This design comes from an exercise in tuning for small area, a short achievable clock period and few clock cycles per item on the open sky130 flow, not from production work. In this exercise RTL edits were held to simulation tests only and were not proved equivalent to the original. Power is estimated from default activity; no workload was simulated.

## flow/design.v

```verilog
`default_nettype none
package dma_pkg;
  typedef logic [32-1:0] dma_addr_t;
  typedef logic [31:0] dma_len_t;
  typedef logic [4-1:0] dma_ce_t;
  typedef struct packed {
    dma_addr_t src;
    dma_addr_t dst;
    dma_len_t  len;
  } dma_cfg_t;
  typedef enum logic [2:0] {
    SEQ_IDLE,
    SEQ_RD_CHECK,
    SEQ_RD_WAIT,
    SEQ_WR_CHECK,
    SEQ_WR_WAIT
  } seq_state_t;
endpackage
`default_nettype wire
`default_nettype none
package mst_pkg;
  typedef logic [32-1:0] mst_data_t;
  typedef enum logic [1:0] {
    CMD_IDLE,
    CMD_RUN,
    CMD_WAIT,
    CMD_DONE
  } cmd_state_t;
endpackage
`default_nettype wire
`timescale 1ns/1ps
`default_nettype none
module dma_regs
(
  input  wire logic      Bus2IP_Clk,
  input  wire logic      rst,
  input  mst_pkg::mst_data_t      bus2ip_data,
  input  dma_pkg::dma_ce_t        bus2ip_wrce,
  input  dma_pkg::dma_ce_t        bus2ip_rdce,
  input  wire logic      busy,
  output mst_pkg::mst_data_t      ip2bus_data,
  output logic           ip2bus_wrack,
  output logic           ip2bus_rdack,
  output dma_pkg::dma_cfg_t       cfg,
  output logic           start
);
  localparam dma_pkg::dma_ce_t ce_src = dma_pkg::dma_ce_t'(1) << (4 - 1);
  localparam dma_pkg::dma_ce_t ce_dst = dma_pkg::dma_ce_t'(1) << (4 - 2);
  localparam dma_pkg::dma_ce_t ce_len = dma_pkg::dma_ce_t'(1) << (4 - 3);
  localparam dma_pkg::dma_ce_t ce_go  = dma_pkg::dma_ce_t'(1) << (4 - 4);
  always_ff @(posedge Bus2IP_Clk)
  begin
    if (rst)
    begin
      cfg   <= '0;
      start <= 1'b0;
    end
    else
    begin
      start <= (bus2ip_wrce == ce_go) && (bus2ip_data == mst_pkg::mst_data_t'(32'h0000_00CC));
      case (bus2ip_wrce)
        ce_src: cfg.src <= dma_pkg::dma_addr_t'(bus2ip_data);
        ce_dst: cfg.dst <= dma_pkg::dma_addr_t'(bus2ip_data);
        ce_len: cfg.len <= dma_pkg::dma_len_t'(bus2ip_data);
        default: ;
      endcase
    end
  end
  always_comb
  begin
    case (bus2ip_rdce)
      ce_src: ip2bus_data = mst_pkg::mst_data_t'(cfg.src);
      ce_dst: ip2bus_data = mst_pkg::mst_data_t'(cfg.dst);
      ce_len: ip2bus_data = mst_pkg::mst_data_t'(cfg.len);
      ce_go:  ip2bus_data = {{(32-1){1'b0}}, busy};
      default: ip2bus_data = '0;
    endcase
  end
  assign ip2bus_wrack = |bus2ip_wrce;
  assign ip2bus_rdack = |bus2ip_rdce;
endmodule
`default_nettype wire
`timescale 1ns/1ps
`default_nettype none
module data_fifo
#(
  parameter int depth = 16
)
(
  input  wire logic      Bus2IP_Clk,
  input  wire logic      rst,
  input  wire logic      push,
  input  mst_pkg::mst_data_t      din,
  input  wire logic      pop,
  output mst_pkg::mst_data_t      dout,
  output logic           full,
  output logic           empty
);
  localparam int ptr_w = $clog2(depth);
  mst_pkg::mst_data_t        mem [depth];
  logic [ptr_w-1:0] wr_ptr_q;
  logic [ptr_w-1:0] rd_ptr_q;
  logic [ptr_w:0]   count_q;
  always_ff @(posedge Bus2IP_Clk)
  begin
    if (push)
      mem[wr_ptr_q] <= din;
  end
  always_ff @(posedge Bus2IP_Clk)
  begin
    if (rst)
    begin
      wr_ptr_q <= '0;
      rd_ptr_q <= '0;
      count_q  <= '0;
    end
    else
    begin
      if (push)
        wr_ptr_q <= wr_ptr_q + 1'b1;
      if (pop)
        rd_ptr_q <= rd_ptr_q + 1'b1;
      if (push && !pop)
        count_q <= count_q + 1'b1;
      else if (pop && !push)
        count_q <= count_q - 1'b1;
    end
  end
  assign dout  = mem[rd_ptr_q];
  assign full  = (count_q == (ptr_w+1)'(depth));
  assign empty = (count_q == '0);
endmodule
`default_nettype wire
`timescale 1ns/1ps
`default_nettype none
module dma_sequencer
(
  input  wire logic  Bus2IP_Clk,
  input  wire logic  rst,
  input  wire logic  start,
  input  wire logic  fifo_full,
  input  wire logic  fifo_empty,
  input  wire logic  len_zero,
  output logic       busy,
  output logic       cmd_go,
  output logic       cmd_rd,
  input  wire logic  cmd_ready,
  input  wire logic  cmd_done
);
  dma_pkg::seq_state_t state_q;
  logic       go_q;
  logic       rd_q;
  always_ff @(posedge Bus2IP_Clk)
  begin
    if (rst)
    begin
      state_q <= dma_pkg::SEQ_IDLE;
      go_q    <= 1'b0;
      rd_q    <= 1'b0;
    end
    else
    begin
      go_q <= 1'b0;
      case (state_q)
        dma_pkg::SEQ_IDLE:
          if (start)
            state_q <= dma_pkg::SEQ_RD_CHECK;
        dma_pkg::SEQ_RD_CHECK:
          if (fifo_full || len_zero)
            state_q <= dma_pkg::SEQ_WR_CHECK;
          else if (cmd_ready)
          begin
            go_q    <= 1'b1;
            rd_q    <= 1'b1;
            state_q <= dma_pkg::SEQ_RD_WAIT;
          end
        dma_pkg::SEQ_RD_WAIT:
          if (cmd_done)
            state_q <= dma_pkg::SEQ_RD_CHECK;
        dma_pkg::SEQ_WR_CHECK:
          if (fifo_empty)
          begin
            if (len_zero)
              state_q <= dma_pkg::SEQ_IDLE;
            else
              state_q <= dma_pkg::SEQ_RD_CHECK;
          end
          else if (cmd_ready)
          begin
            go_q    <= 1'b1;
            rd_q    <= 1'b0;
            state_q <= dma_pkg::SEQ_WR_WAIT;
          end
        dma_pkg::SEQ_WR_WAIT:
          if (cmd_done)
            state_q <= dma_pkg::SEQ_WR_CHECK;
        default:
          state_q <= dma_pkg::SEQ_IDLE;
      endcase
    end
  end
  assign cmd_go  = go_q;
  assign cmd_rd  = rd_q;
  assign busy    = (state_q != dma_pkg::SEQ_IDLE);
endmodule
`default_nettype wire
`timescale 1ns/1ps
`default_nettype none
module dma_xfer_counter
(
  input  wire logic     Bus2IP_Clk,
  input  wire logic     rst,
  input  wire logic     start,
  input  dma_pkg::dma_cfg_t      cfg,
  output logic          len_zero,
  input  wire logic     cmd_rd,
  input  wire logic     cmd_done,
  output dma_pkg::dma_addr_t     cmd_addr
);
  dma_pkg::dma_addr_t src_q;
  dma_pkg::dma_addr_t dst_q;
  dma_pkg::dma_len_t  remain_q;
  always_ff @(posedge Bus2IP_Clk)
  begin
    if (rst)
    begin
      src_q    <= '0;
      dst_q    <= '0;
      remain_q <= '0;
    end
    else if (start)
    begin
      src_q    <= cfg.src;
      dst_q    <= cfg.dst;
      remain_q <= cfg.len;
    end
    else if (cmd_done)
    begin
      if (cmd_rd)
      begin
        src_q <= src_q + dma_pkg::dma_addr_t'(4);
        if (remain_q > dma_pkg::dma_len_t'(4))
          remain_q <= remain_q - dma_pkg::dma_len_t'(4);
        else
          remain_q <= '0;
      end
      else
      begin
        dst_q <= dst_q + dma_pkg::dma_addr_t'(4);
      end
    end
  end
  assign cmd_addr = cmd_rd ? src_q : dst_q;
  assign len_zero = (remain_q == '0);
endmodule
`default_nettype wire
`timescale 1ns/1ps
`default_nettype none
module mst_cmd_fsm
(
  input  wire logic Bus2IP_Clk,
  input  wire logic rst,
  input  wire logic cmd_go,
  input  wire logic cmd_rd,
  input  dma_pkg::dma_addr_t      cmd_addr,
  output logic      cmd_ready,
  output logic      cmd_done,
  input  wire logic bus2ip_mst_cmdack,
  input  wire logic bus2ip_mst_cmplt,
  output logic      mstrd_req,
  output logic      mstwr_req,
  output dma_pkg::dma_addr_t mst_addr
);
  mst_pkg::cmd_state_t state_q;
  always_ff @(posedge Bus2IP_Clk)
  begin
    if (rst)
    begin
      state_q   <= mst_pkg::CMD_IDLE;
      mstrd_req <= 1'b0;
      mstwr_req <= 1'b0;
    end
    else
    begin
      case (state_q)
        mst_pkg::CMD_IDLE:
          if (cmd_go)
          begin
            state_q   <= mst_pkg::CMD_RUN;
            mstrd_req <= cmd_rd;
            mstwr_req <= !cmd_rd;
          end
        mst_pkg::CMD_RUN:
          if (bus2ip_mst_cmplt)
          begin
            state_q   <= mst_pkg::CMD_DONE;
            mstrd_req <= 1'b0;
            mstwr_req <= 1'b0;
          end
          else if (bus2ip_mst_cmdack)
          begin
            state_q   <= mst_pkg::CMD_WAIT;
            mstrd_req <= 1'b0;
            mstwr_req <= 1'b0;
          end
        mst_pkg::CMD_WAIT:
          if (bus2ip_mst_cmplt)
            state_q <= mst_pkg::CMD_DONE;
        mst_pkg::CMD_DONE:
          state_q <= mst_pkg::CMD_IDLE;
        default:
          state_q <= mst_pkg::CMD_IDLE;
      endcase
    end
  end
  always_ff @(posedge Bus2IP_Clk)
  begin
    if (state_q == mst_pkg::CMD_IDLE && cmd_go)
      mst_addr <= cmd_addr;
  end
  assign cmd_ready = (state_q == mst_pkg::CMD_IDLE);
  assign cmd_done  = (state_q == mst_pkg::CMD_DONE);
endmodule
`default_nettype wire
`timescale 1ns/1ps
`default_nettype none
module simple_dma
(
  input  wire logic      Bus2IP_Clk,
  input  wire logic      rst,
  input  mst_pkg::mst_data_t      bus2ip_data,
  input  dma_pkg::dma_ce_t        bus2ip_wrce,
  input  dma_pkg::dma_ce_t        bus2ip_rdce,
  output mst_pkg::mst_data_t      ip2bus_data,
  output logic           ip2bus_wrack,
  output logic           ip2bus_rdack,
  input  wire logic      bus2ip_mst_cmdack,
  input  wire logic      bus2ip_mst_cmplt,
  input  mst_pkg::mst_data_t      bus2ip_mstrd_d,
  input  wire logic      bus2ip_mstrd_src_rdy_n,
  input  wire logic      bus2ip_mstwr_dst_rdy_n,
  output logic           ip2bus_mstrd_req,
  output logic           ip2bus_mstwr_req,
  output dma_pkg::dma_addr_t      ip2bus_mst_addr,
  output mst_pkg::mst_data_t      ip2bus_mstwr_d
);
  dma_pkg::dma_cfg_t cfg;
  logic     start;
  logic     busy;
  logic     xfer_load;
  logic     len_zero;
  logic     fifo_full;
  logic     fifo_empty;
  logic     fifo_push;
  logic     fifo_pop;
  logic      cmd_go;
  logic      cmd_rd;
  logic      cmd_ready;
  logic      cmd_done;
  dma_pkg::dma_addr_t cmd_addr;
  assign xfer_load = start && !busy;
  assign fifo_push = !bus2ip_mstrd_src_rdy_n;
  assign fifo_pop  = !bus2ip_mstwr_dst_rdy_n;
  dma_regs u_regs (
    .Bus2IP_Clk(Bus2IP_Clk), .rst(rst),
    .bus2ip_data(bus2ip_data), .bus2ip_wrce(bus2ip_wrce), .bus2ip_rdce(bus2ip_rdce),
    .busy(busy), .ip2bus_data(ip2bus_data),
    .ip2bus_wrack(ip2bus_wrack), .ip2bus_rdack(ip2bus_rdack),
    .cfg(cfg), .start(start)
  );
  dma_sequencer u_seq (
    .Bus2IP_Clk(Bus2IP_Clk), .rst(rst), .start(start),
    .fifo_full(fifo_full), .fifo_empty(fifo_empty), .len_zero(len_zero),
    .busy(busy), .cmd_go(cmd_go), .cmd_rd(cmd_rd),
    .cmd_ready(cmd_ready), .cmd_done(cmd_done)
  );
  dma_xfer_counter u_ctr (
    .Bus2IP_Clk(Bus2IP_Clk), .rst(rst), .start(xfer_load), .cfg(cfg),
    .len_zero(len_zero), .cmd_rd(cmd_rd), .cmd_done(cmd_done),
    .cmd_addr(cmd_addr)
  );
  mst_cmd_fsm u_cmd (
    .Bus2IP_Clk(Bus2IP_Clk), .rst(rst), .cmd_go(cmd_go), .cmd_rd(cmd_rd),
    .cmd_addr(cmd_addr), .cmd_ready(cmd_ready), .cmd_done(cmd_done),
    .bus2ip_mst_cmdack(bus2ip_mst_cmdack), .bus2ip_mst_cmplt(bus2ip_mst_cmplt),
    .mstrd_req(ip2bus_mstrd_req), .mstwr_req(ip2bus_mstwr_req),
    .mst_addr(ip2bus_mst_addr)
  );
  data_fifo u_fifo (
    .Bus2IP_Clk(Bus2IP_Clk), .rst(rst),
    .push(fifo_push), .din(bus2ip_mstrd_d),
    .pop(fifo_pop), .dout(ip2bus_mstwr_d),
    .full(fifo_full), .empty(fifo_empty)
  );
endmodule
`default_nettype wire
```

## flow/run.sh

```bash
#!/bin/bash
# synth_recipe.tcl (not shown) runs the flow's synth.tcl, then flattens the netlist and writes it again
# the make line also repeats each setting of config.mk as NAME=value (left out here)
make -C /OpenROAD-flow-scripts/flow DESIGN_CONFIG=/design/flow/config.mk WORK_HOME=/design/flow/orfs CLKGATE_MAP_FILE= SYNTH_SCRIPT=/design/flow/synth_recipe.tcl finish
```

## flow/config.mk

```make
export PLATFORM = sky130hd
export DESIGN_NAME = simple_dma
export DESIGN_NICKNAME = simple_dma
export VERILOG_FILES = /design/flow/design.v
export SDC_FILE = /design/flow/constraint.sdc
export NUM_CORES = 4
export LEC_CHECK = 0
export CAP_MARGIN = 20
export CORE_MARGIN = 2
export CORE_UTILIZATION = 40
export SLEW_MARGIN = 20
```

## flow/constraint.sdc

```tcl
create_clock -name core_clock -period 5.0 [get_ports {Bus2IP_Clk}]
set_input_delay 1.0000 -clock core_clock [delete_from_list [all_inputs] [get_ports {Bus2IP_Clk}]]
set_output_delay 1.0000 -clock core_clock [all_outputs]
set_load 0.01 [all_outputs]
```

==> impl_metrics.tcl <==
set metrics [dict create \
    irDropWorstVdd_mv 0.317 \
    reg2regPathDepth 7 \
    cts.reportedPaths.clkPinSlew_ns 0.06 \
    drive_above_1_share_pct 17.2 \
    track_usage_pct 19.7 \
    postCtsSetupBuffers 0 \
    endpoint_kind "primary output" \
    holdCritStartpoint "u_ctr.dst_q[0]" \
    rows 102 \
    layout.cells.non_filler 3406 \
    synth_cell_type_count 59 \
    wirelength_um 78700 \
    synth-seq-cells 763 \
    path_max_fanout 39 \
    final.period_utilization_pct 87.0 \
    r2r-start "u_cmd.state_q[1]" \
    crit_buf_inv 2 \
    async_flop_share_pct 0 \
    wl_per_cell_um 23.1 \
    synth_fa_ha_area_share_pct 0.751 \
    core_sq_um 77100 \
    rr_endpoint "u_ctr.src_q[31]" \
    syn_to_final_growth_pct 19.0 \
    fp.dieArea_sq_um 79700 \
    leakage_nw 12.1 \
    ant_nets 0 \
    dieWidth_um 282 \
    drt_iter0_drc 2021 \
    start_util_pct 40.2 \
    num_vias 19000 \
    utilization_pct 47.8 \
    antenna_found_initial 3 \
    cp.required_ns 4.00 \
    cts_max_path_buffers 3 \
    ios 178 \
    cts_tree "yes" \
    crit_top_cell "mux4_2" \
    design_area_sq_um 36900 \
    reg2reg_slack_ns 2.01 \
    synthSimpleGateAreaFrac_pct 9.01 \
    worstPathArrival_ns 3.35 \
    grt_pass1_vias 19100 \
    p_total_mw 13.9 \
    skew_ns 0.0255 \
    synth_top_family_by_area "multiplexers" \
    max_clock_freq_mhz 230 \
    syn_area_per_cell_sq_um 14.7 \
    cpPeakStageDelay_ns 0.69 \
    grt_setup_unrepaired "no" \
    max_slew_margin_pct 27.3 \
    io_buffers 177 \
    synth_mux_area_share_pct 12.9 \
    n_fill_cell 6622 \
    crit_chain "buf_12 -> mux4_2 -> mux4_2 -> clkdlybuf4s50_1" \
    synthTopCellsByCount "544 x edfxtp_1, 266 x nand2_1, 219 x dfxtp_1" \
    drv_slew 0 \
    synth-seq-area-share_pct 66.8 \
    dp_hpwl_um 49000 \
    insertion_delay_ns 0.64 \
    synthTopCellsByArea "edfxtp_1 53%, dfxtp_1 14%, mux4_2 12%" \
    cts_resized 0 \
    cp_slowest_cell "dfxtp_4" \
    grt_max_degree 130 \
    grt_pass1_wl_um 118000 \
    hold_class "register to register" \
    synth-edff-count 544 \
    synth_xor_area_share_pct 2.63 \
    drc 0 \
    final-hold-violation-count 0 \
    hold_depth 2 \
    cts_buffers 83 \
    critPathLaunchType "register" \
    nNetsFinal 2394 \
    cts_root_buf "clkbuf_16" \
    postSynthCellCount 2106 \
    crit_type "register to primary output" \
    synth_top_area_share_pct 52.7 \
    die_h_um 282 \
    gp_congestion 0.925 \
    synth-compound-area-share_pct 5.64 \
    hold_end "u_ctr.dst_q[0]" \
    synth_top_area_cell "edfxtp_1" \
    syn_area_sq_um 31000 \
    worst_pin_slew_ns 1.08 \
    finalCriticalPeriod_ns 4.35 \
    synth_most_common_cell "edfxtp_1" \
    powerDensity_nw_per_um2 377 \
    maxCapViolCount 0 \
    tns_ns 0 \
    synth_top_flop_cell "edfxtp_1" \
    first_pass_iters 9 \
    final-setup-viol-count 0 \
    dp.cells 3253 \
    post_dp_cell_area_sq_um 34100 \
    cts.sinks 763 \
    cts_max_level 3 \
    grt_overflow_total 0 \
    yosysWarnings 5 \
    cpLargestDelayFamily "multiplexers" \
    holdBufCountCts 0 \
    syn_nets 2202 \
    vias_per_cell 5.58 \
    status "no timing/DRC/antenna violations" \
]
==> sequential cells by signal, indices dropped and copies added (netlist names), named ones only <==
register         cells
u_cmd.mstwr_req      1
u_seq.state_q        3
u_cmd.mst_addr      32
u_fifo.mem         512
u_regs.cfg          96
u_fifo.count_q       5
u_regs.start         1
u_fifo.rd_ptr_q      4
u_cmd.state_q        2
u_seq.go_q           1
u_ctr.remain_q      32
u_seq.rd_q           1
u_fifo.wr_ptr_q      4
u_ctr.dst_q         32
u_ctr.src_q         32
u_cmd.mstrd_req      1
==> per-stage QoR <==
stage | setup WS (ns) | hold WS, ns
3_3_place_gp | 1.06 | 0.441
5_1_grt | 0.447 | 0.480
4_1_cts | 0.506 | 0.458
2_1_floorplan | 1.94 | 0.433
3_5_place_dp | 0.973 | 0.449
6_report | 0.651 | 0.453
==> worst reg2reg max path, cell delays in order, from the launching register on <==
cell	delay, ns
dfxtp_1	0.37
ha_1	0.55
nand4_1	0.25
nor3_1	0.67
nand2b_1	0.20
or4_1	0.47
xor2_1	0.16
a211oi_1	0.24
==> area by class of cell <==
| cell class | count | area [sq um] | share of cell area (%) |
|---|---|---|---|
| diodes | 1 | 2.50 | 0.00678 |
| inverters | 52 | 195 | 0.529 |
| multi-input cells | 1169 | 9680 | 26.3 |
| clock buffers | 105 | 2220 | 6.02 |
| well taps | 1040 | 1300 | 3.53 |
| clock inverters | 47 | 510 | 1.38 |
| repair buffers | 229 | 2240 | 6.07 |
| flip-flops and latches | 763 | 20700 | 56.2 |
==> how the worst max path moves through the flow <==
stage | endpoint | startpoint | depth (start not counted) | slack (ns)
2_1_floorplan | ip2bus_data[0] | bus2ip_rdce[0] | 4 | 1.94
3_3_place_gp | ip2bus_data[20] | bus2ip_rdce[0] | 6 | 1.06
3_5_place_dp | ip2bus_data[19] | bus2ip_rdce[1] | 6 | 0.97
4_1_cts | ip2bus_mstwr_d[4] | register | 4 | 0.51
5_1_grt | ip2bus_mstwr_d[24] | register | 4 | 0.45
6_report | ip2bus_mstwr_d[24] | register | 4 | 0.65
==> cells by family (layout without fill, tap and decap cells) <==
family          after synthesis  count (layout)
buf+inv                     174             433
flops                       763             763
compound gates              267             267
simple gates                594             594
mux                         197             197
xor+xnor                     93              93
other cells                   0               1
fa+ha+maj                    18              18
==> placed cells by master, fill, tap and decap left out, types with 37 or more instances in the layout <==
cell type        synthesis  layout
xnor2_1                 48      48
xor2_1                  45      45
clkdlybuf4s50_1          0     176
edfxtp_1               544     544
dfxtp_1                219     214
a21oi_1                120     119
nand2_1                266     265
buf_4                    0      46
inv_1                   52      52
mux4_2                 160     160
clkbuf_16                0      84
nor2_1                 131     131
nand3_1                 37      37
a211oi_1                53      53
==> report_power, final <==
part | internal, mW | total [mW] | leakage (nW) | switching [mW]
Sequential | 6.85 | 6.93 | 6.69 | 0.0775
Combinational | 0.461 | 0.909 | 4.09 | 0.447
Clock | 3.50 | 6.07 | 1.32 | 2.57
==> per-layer routing <==
| metal | part of all wire (%) | GRT usage [%] | wire length [um] |
|---|---|---|---|
| met1 | 41 | 25.9 | 32000 |
| met2 | 50 | 32.8 | 39100 |
| met3 | 6.8 | 3.53 | 5340 |
| met4 | 2.8 | 6.80 | 2240 |
| met5 | 0.046 | 0 | 36 |
Testbench counts, summed over its fixed seeds: cycles 100,362, words 6,547.

## what the ideal ports hide
How much do the figures lean on ideal ports? The routed layout below was timed once more, with nothing changed but the port constraints.
Step 1 sets driving cells, clkbuf_16 on the clock port and buf_2 on the other inputs (assumed; they add their load-dependent delay and slew).
Step 2 adds t to the input delays and takes it off the output delays; t is the mean of the earliest and latest rising clock arrival at the registers after step 1. Input paths then give back, and output paths get back, about the clock's delay inside the block.
a / b / c = ideal ports / drivers / drivers and shift; a / b = the first two.
t, ns: 0.691
setup WS [ns]: 0.651 / 0.587 / 0.922
worst setup path at the end: input to output
After both steps this run still meets setup and hold. The setup slack of this run moves by -0.064 ns with the drivers and by +0.271 ns with both steps.
